Background: an optimization exercise with open tools, aiming at small area, a short achievable clock period and few clock cycles. Do not read the settings as production practice. Function was checked by simulation only, so behaviour that the tests miss may differ from the original. Power is estimated from default activity; no workload was simulated.

===== flow/run.sh =====
#!/bin/bash
# synth_recipe.tcl (not shown) runs the flow's synth.tcl, then flattens the netlist and writes it again
# the make line also repeats each setting of config.mk as NAME=value (left out here)
make -C /OpenROAD-flow-scripts/flow DESIGN_CONFIG=/design/flow/config.mk WORK_HOME=/design/flow/orfs CLKGATE_MAP_FILE= SYNTH_SCRIPT=/design/flow/synth_recipe.tcl finish

===== flow/config.mk =====
export PLATFORM = sky130hd
export DESIGN_NAME = execute_stage_mc
export DESIGN_NICKNAME = execute_stage_mc
export VERILOG_FILES = /design/flow/design.v
export SDC_FILE = /design/flow/constraint.sdc
export NUM_CORES = 4
export LEC_CHECK = 0
export CAP_MARGIN = 20
export CORE_MARGIN = 2
export CORE_UTILIZATION = 40
export SETUP_SLACK_MARGIN = 0.4
export SLEW_MARGIN = 20

===== flow/constraint.sdc =====
create_clock -name core_clock -period 6.5 [get_ports {clk_i}]
set_input_delay 1.3000 -clock core_clock [delete_from_list [all_inputs] [get_ports {clk_i}]]
set_output_delay 1.3000 -clock core_clock [all_outputs]
set_load 0.01 [all_outputs]

===== flow/design.v =====
module execute_stage_mc #(
    parameter int XLEN      = 64,
    parameter bit MULDIV_EN = 1'b1
) (
    input  logic            clk_i,
    input  logic            reset_i,
    input  logic            in_valid_i,
    output logic            in_ready_o,
    input  logic [3:0]      op_i,
    input  logic [4:0]      rs1_i,
    input  logic [4:0]      rs2_i,
    input  logic [4:0]      rd_i,
    input  logic [XLEN-1:0] src1_i,
    input  logic [XLEN-1:0] src2_i,
    input  logic [XLEN-1:0] imm_i,
    input  logic            alu_src_i,
    input  logic            regwrite_i,
    input  logic [4:0]      rd_x_i,
    input  logic            regwrite_x_i,
    input  logic [XLEN-1:0] result_x_i,
    input  logic [4:0]      rd_w_i,
    input  logic            regwrite_w_i,
    input  logic [XLEN-1:0] result_w_i,
    output logic            out_valid_o,
    input  logic            out_ready_i,
    output logic [XLEN-1:0] result_o,
    output logic [4:0]      rd_o,
    output logic            regwrite_o,
    output logic            busy_o,
    output logic            div_zero_o
);
    localparam int SW = $clog2(XLEN);
    typedef enum logic [1:0] {IDLE, BUSY, DONE} state_e;
    typedef enum logic [1:0] {M_MUL, M_DIVU, M_REMU} mop_e;
    state_e          state_q, state_d;
    mop_e            mop_q, mop_d;
    logic [SW-1:0]   cnt_q, cnt_d;
    logic [XLEN-1:0] a_q, a_d, b_q, b_d, acc_q, acc_d;
    logic [4:0]      mrd_q, mrd_d;
    logic            mrw_q, mrw_d;
    logic            out_valid_q, out_valid_d;
    logic [XLEN-1:0] result_q, result_d;
    logic [4:0]      rd_q, rd_d;
    logic            regwrite_q, regwrite_d;
    logic            dz_q, dz_d;
    logic [XLEN-1:0] op_a, op_b_fwd, op_b, alu_res;
    logic [SW-1:0]   shamt;
    logic [XLEN:0]   rem_sh, diff;
    logic            accept, is_md, ge;
    always_comb begin
        op_a = src1_i;
        if (regwrite_x_i && rd_x_i == rs1_i
            && rs1_i != 5'd0)
            op_a = result_x_i;
        else if (regwrite_w_i && rd_w_i == rs1_i
                 && rs1_i != 5'd0)
            op_a = result_w_i;
        op_b_fwd = src2_i;
        if (regwrite_x_i && rd_x_i == rs2_i
            && rs2_i != 5'd0)
            op_b_fwd = result_x_i;
        else if (regwrite_w_i && rd_w_i == rs2_i
                 && rs2_i != 5'd0)
            op_b_fwd = result_w_i;
        op_b = alu_src_i ? imm_i : op_b_fwd;
    end
    assign shamt  = op_b[SW-1:0];
    assign is_md  = MULDIV_EN && (op_i >= 4'd10)
                    && (op_i <= 4'd12);
    assign accept = in_valid_i && in_ready_o;
    assign in_ready_o = (state_q == IDLE)
                            && (!out_valid_q || out_ready_i);
    always_comb begin
        alu_res = '0;
        case (op_i)
            4'd0: alu_res = op_a + op_b;
            4'd1: alu_res = op_a - op_b;
            4'd2: alu_res = op_a & op_b;
            4'd3: alu_res = op_a | op_b;
            4'd4: alu_res = op_a ^ op_b;
            4'd5: alu_res = {{(XLEN-1){1'b0}},
                             $signed(op_a) < $signed(op_b)};
            4'd6: alu_res = {{(XLEN-1){1'b0}}, op_a < op_b};
            4'd7: alu_res = op_a << shamt;
            4'd8: alu_res = op_a >> shamt;
            4'd9: alu_res = XLEN'($signed(op_a) >>> shamt);
            default: alu_res = '0;
        endcase
    end
    assign rem_sh = {acc_q, a_q[XLEN-1]};
    assign diff   = rem_sh - {1'b0, b_q};
    assign ge     = ~diff[XLEN];
    always_comb begin
        state_d     = state_q;
        mop_d       = mop_q;
        cnt_d       = cnt_q;
        a_d         = a_q;
        b_d         = b_q;
        acc_d       = acc_q;
        mrd_d       = mrd_q;
        mrw_d       = mrw_q;
        out_valid_d = out_valid_q & ~out_ready_i;
        result_d    = result_q;
        rd_d        = rd_q;
        regwrite_d  = regwrite_q;
        dz_d        = dz_q;
        case (state_q)
            IDLE: begin
                if (accept && is_md) begin
                    state_d = BUSY;
                    a_d     = op_a;
                    b_d     = op_b;
                    acc_d   = '0;
                    cnt_d   = '0;
                    mrd_d   = rd_i;
                    mrw_d   = regwrite_i;
                    if (op_i == 4'd10)      mop_d = M_MUL;
                    else if (op_i == 4'd11) mop_d = M_DIVU;
                    else                        mop_d = M_REMU;
                end else if (accept) begin
                    out_valid_d = 1'b1;
                    result_d    = alu_res;
                    rd_d        = rd_i;
                    regwrite_d  = regwrite_i;
                    dz_d        = 1'b0;
                end
            end
            BUSY: begin
                if (mop_q == M_MUL) begin
                    acc_d = acc_q + (b_q[0] ? a_q : '0);
                    a_d   = a_q << 1;
                    b_d   = b_q >> 1;
                end else begin
                    a_d   = {a_q[XLEN-2:0], ge};
                    acc_d = ge ? diff[XLEN-1:0] : rem_sh[XLEN-1:0];
                end
                cnt_d = cnt_q + SW'(1);
                if (cnt_q == SW'(XLEN-1)) begin
                    state_d = DONE;
                    cnt_d   = '0;
                end
            end
            DONE: begin
                state_d     = IDLE;
                out_valid_d = 1'b1;
                result_d    = (mop_q == M_DIVU) ? a_q : acc_q;
                rd_d        = mrd_q;
                regwrite_d  = mrw_q;
                dz_d        = (mop_q != M_MUL) && (b_q == '0);
            end
            default: state_d = IDLE;
        endcase
    end
    always_ff @(posedge clk_i or negedge reset_i) begin
        if (!reset_i) begin
            state_q     <= IDLE;
            mop_q       <= M_MUL;
            cnt_q       <= '0;
            a_q         <= '0;
            b_q         <= '0;
            acc_q       <= '0;
            mrd_q       <= '0;
            mrw_q       <= 1'b0;
            out_valid_q <= 1'b0;
            result_q    <= '0;
            rd_q        <= '0;
            regwrite_q  <= 1'b0;
            dz_q        <= 1'b0;
        end else begin
            state_q     <= state_d;
            mop_q       <= mop_d;
            cnt_q       <= cnt_d;
            a_q         <= a_d;
            b_q         <= b_d;
            acc_q       <= acc_d;
            mrd_q       <= mrd_d;
            mrw_q       <= mrw_d;
            out_valid_q <= out_valid_d;
            result_q    <= result_d;
            rd_q        <= rd_d;
            regwrite_q  <= regwrite_d;
            dz_q        <= dz_d;
        end
    end
    assign out_valid_o = out_valid_q;
    assign result_o    = result_q;
    assign rd_o        = rd_q;
    assign regwrite_o  = regwrite_q;
    assign div_zero_o  = dz_q;
    assign busy_o      = (state_q != IDLE);
endmodule

==> flow_summary.ini <==
[grt]
overflow = 0
antenna_found_initial = 32
grt_pass1_wl_um = 428000
grt_pass1_vias = 57400
grt_max_degree = 181
grt_util_all_layers_pct = 53.6

[run_status]
status = timing/DRC/antenna clean

[sta]
finalClockSkew_ps = 42.7
relSlewSlack_pct = 15.4
worst_pin_slew_ps = 1260
fmax_mhz = 163
min_period_over_period_pct = 94.2
setup_tns_ps = 0
final-setup-viol-count = 0
hold_viol_final = 0
maxSlewViolCount = 0
period_needed_ps = 6120
holdWs_ps = 472
grt_setup_unrepaired = yes

[place]
finalWeightedCongestion = 1.18
place.detailed.hpwl_um = 252000
numPortBuffers = 430

[detailed_routing]
vias = 61400
initialDrtViolationCount = 9470
drc = 0
dr.pass1.iters = 8
wl_per_cell_um = 34.3
wirelength_um = 313000
antenna_left = 0
via_per_inst = 6.74

[yosys]
ys_ff_latch = 280
synth_nets = 7049
dominantRegCellSynth = dfrtp_1
synth_commonest_cells = o21ai_0 (724), a21oi_1 (632), nand2_1 (625)
avgSynthCellArea_um2 = 6.84
synth_cells = 6361
ys_warn_count = 1
synth.top_cells.by_area = dfrtp_1 (16%), ha_1 (9.4%), o21ai_0 (8.3%)
ys_seq_area_share_pct = 16.1
synth_top_area_share_pct = 16.1
synth.cell_area_mm2 = 0.0435
synth-edff-count = 0
yosysUniqueCellTypes = 101
yosys.area.top_type = dfrtp_1
postSynth.asyncResetShare_pct = 100
yosysMostFrequentCell = o21ai_0

[clock_tree]
numCtsBuffers = 37
h-tree-depth = 2
cts_tree = yes
root_buffer = clkbuf_16
clk_latency_ps = 620
clock_sinks = 280
cts_buffer_depth = 3
cts.reportedPaths.clkPinSlew_ps = 60

[floorplanning]
row_count = 120
dieArea_mm2 = 0.111
die_w_um = 334
io_pins = 431
start_util_pct = 40.5
die_h_um = 334
core_area_mm2 = 0.108

[pwr]
p_int_mw = 9.86
leakage_nw = 27.0
power_frac_comb_pct = 71.5
swShare_pct = 53.7
clkPwrFrac_pct = 10.3
p_seq_share_pct = 18.2
powerDensity_mw_per_mm2 = 352
peakVddDrop_mv = 0.380
p_sw_mw = 11.4

[setup_path]
critPathCaptureType = flip-flop
start_kind = primary input
rr_worst_depth = 17
path_class = in2reg
crit_required_ps = 7020
cp.arrival_ps = 6640
r2r-end = acc_q[1]
r2r-start = b_q[1]
r2r_slack_ps = 700
crit_fanout = 12

[final_layout]
final_nets = 8344
drive_above_1_share_pct = 21.8
fillers = 10300
syn_to_final_growth_pct = 39.1

[hold_path]
min_from = dz_q
worstHoldEndpoint = dz_q
whs_path_depth = 2
hold_class = reg2reg

[flow_run]
max_cap_violations = 0
## metal layers
layer,GRT usage [%],up-vias,routed length (um)
li1,-,26000,-
met1,63.6,29100,112000
met2,76.2,5002,123000
met3,21.8,1215,45300
met4,42.3,32,31900
met5,0,-,207
## cell type report
| class | instances | area (um^2) | area share [%] |
|---|---|---|---|
| inverter | 303 | 1140 | 1.88 |
| multi-input combinational | 5299 | 34700 | 57.3 |
| sequential | 280 | 7010 | 11.6 |
| tap | 1403 | 1760 | 2.90 |
| clock inverter | 19 | 208 | 0.343 |
| clock buffer | 46 | 1010 | 1.67 |
| antenna | 17 | 42.5 | 0.0703 |
| timing repair buffer | 1735 | 14700 | 24.2 |
## worst max-delay path by stage
stage,end,cells after the start,slack (ps),from
floorplan,result_q[61],25,400,rs2_i[0]
global placement,result_q[30],20,-1220,rs1_i[1]
detailed placement,result_q[59],23,-1030,rs1_i[1]
CTS,result_q[59],26,290,rd_w_i[4]
global route,result_q[59],26,260,rd_x_i[4]
finish,result_q[19],21,380,rs1_i[4]
## layout by cell type (no fill, tap or decap), types with 67 or more instances in the layout
cell type        netlist  final
dfrtp_1              280    280
xnor2_1              129    122
nand3_1              290    288
o21ai_0              724    704
ha_1                 327    301
o211ai_1             106    106
a31oi_1               99     86
mux2i_1              281    273
nor2_1               570    563
inv_1                297    292
a211oi_1             130    123
a21oi_1              632    604
buf_4                 10   1253
nor3_1               158    145
nand2_1              625    624
a22oi_1              115    114
a21o_1                98     96
and2_1                81     81
clkdlybuf4s50_1        0    406
o21bai_1              68     67
## critical path, stage by stage
cell,delay [ps]
clkbuf_2,110
or4_4,590
o211ai_4,230
buf_6,140
buf_12,120
buf_8,120
buf_4,120
buf_4,200
o21ai_0,130
a31oi_1,630
inv_1,140
a21o_1,210
buf_4,130
mux2i_1,590
a22oi_1,430
nand2_1,250
o211a_1,280
a21o_1,390
o21ai_0,150
buf_4,190
a21oi_1,140
## metrics by stage
stage          cell area (um^2)  total power [mW]  worst slack, ps  util [%]  std cells
2_1_floorplan             43700              12.0              398         -       6361
3_3_place_gp              57500              17.8            -1220      53.5       8955
3_5_place_dp              57500              18.0            -1030      53.5       8956
4_1_cts                   59600              20.4              288      55.5       9049
5_1_grt                   60500              22.2              260      56.3       9089
6_report                  60500              21.3              378      56.3       9102
## registers in the layout (all words and copies together) (netlist names)
name         flops
mrd_q            5
regwrite_q       1
mrw_q            1
out_valid_q      1
state_q          2
dz_q             1
a_q             64
cnt_q            6
result_q        64
acc_q           64
b_q             64
rd_q             5
mop_q            2
## cells by family (layout without fill, tap and decap cells)
logic type               Yosys count  after routing  synth area share (%)
flip-flops                       280            280                  16.1
buffers and inverters            782           2103                  7.09
adder cells (fa/ha/maj)          331            331                  9.59
multiplexers                     316            316                  7.46
AO/OA/AOI/OAI                   2449           2449                  35.0
XOR/XNOR                         181            181                  3.65
other                              0             17                     0
AND/OR/NAND/NOR                 2022           2022                  21.1
## power by group through the flow
stage	clock network, mW	logic, mW	registers, mW
final	2.19	15.2	3.88
after global placement	0	14.0	3.76
after detailed placement	0	14.2	3.78
after floorplan	0	8.79	3.21
after global routing	2.24	16.1	3.90
after CTS	2.17	14.5	3.76
## repair_timing
item,CTS,global route
resized for setup,147,159
hold buffers,0,0
setup endpoints to repair,43,51
pin swaps,46,71
cloned,2,2
setup buffers,26,34
Testbench counts, summed over its fixed seeds: cycles 55,033.

-- afterwards: timing with drivers on the ports --
The results above use ideal ports. As a check the final layout listed here was re-extracted and re-timed, cells and wires unchanged. Step 1 (the two cells are an assumption about what drives the block):
set clk [get_ports {clk_i}]
set_driving_cell -lib_cell sky130_fd_sc_hd__clkbuf_16 $clk
set_driving_cell -lib_cell sky130_fd_sc_hd__buf_2 [delete_from_list [all_inputs] $clk]
Step 2 adds t to the input delays and takes it off the output delays; t is the mean of the earliest and latest rising clock arrival at the registers after step 1. Input paths then give back, and output paths get back, about the clock's delay inside the block. Three values: no drivers, after step 1, after step 2; two values: the first two.
t, ns: 0.672
slack for setup (ns): 0.378 / 0.433 / -0.240
worst setup path after step 2: input to register
clock arrival spread, ns: 0.042 / 0.043
cell pins on the clock port's net: 1
With both steps, setup timing fails in this run, where it was met with ideal ports. For this run, drivers alone change the setup slack by +0.055 ns; drivers and shift together by -0.618 ns.
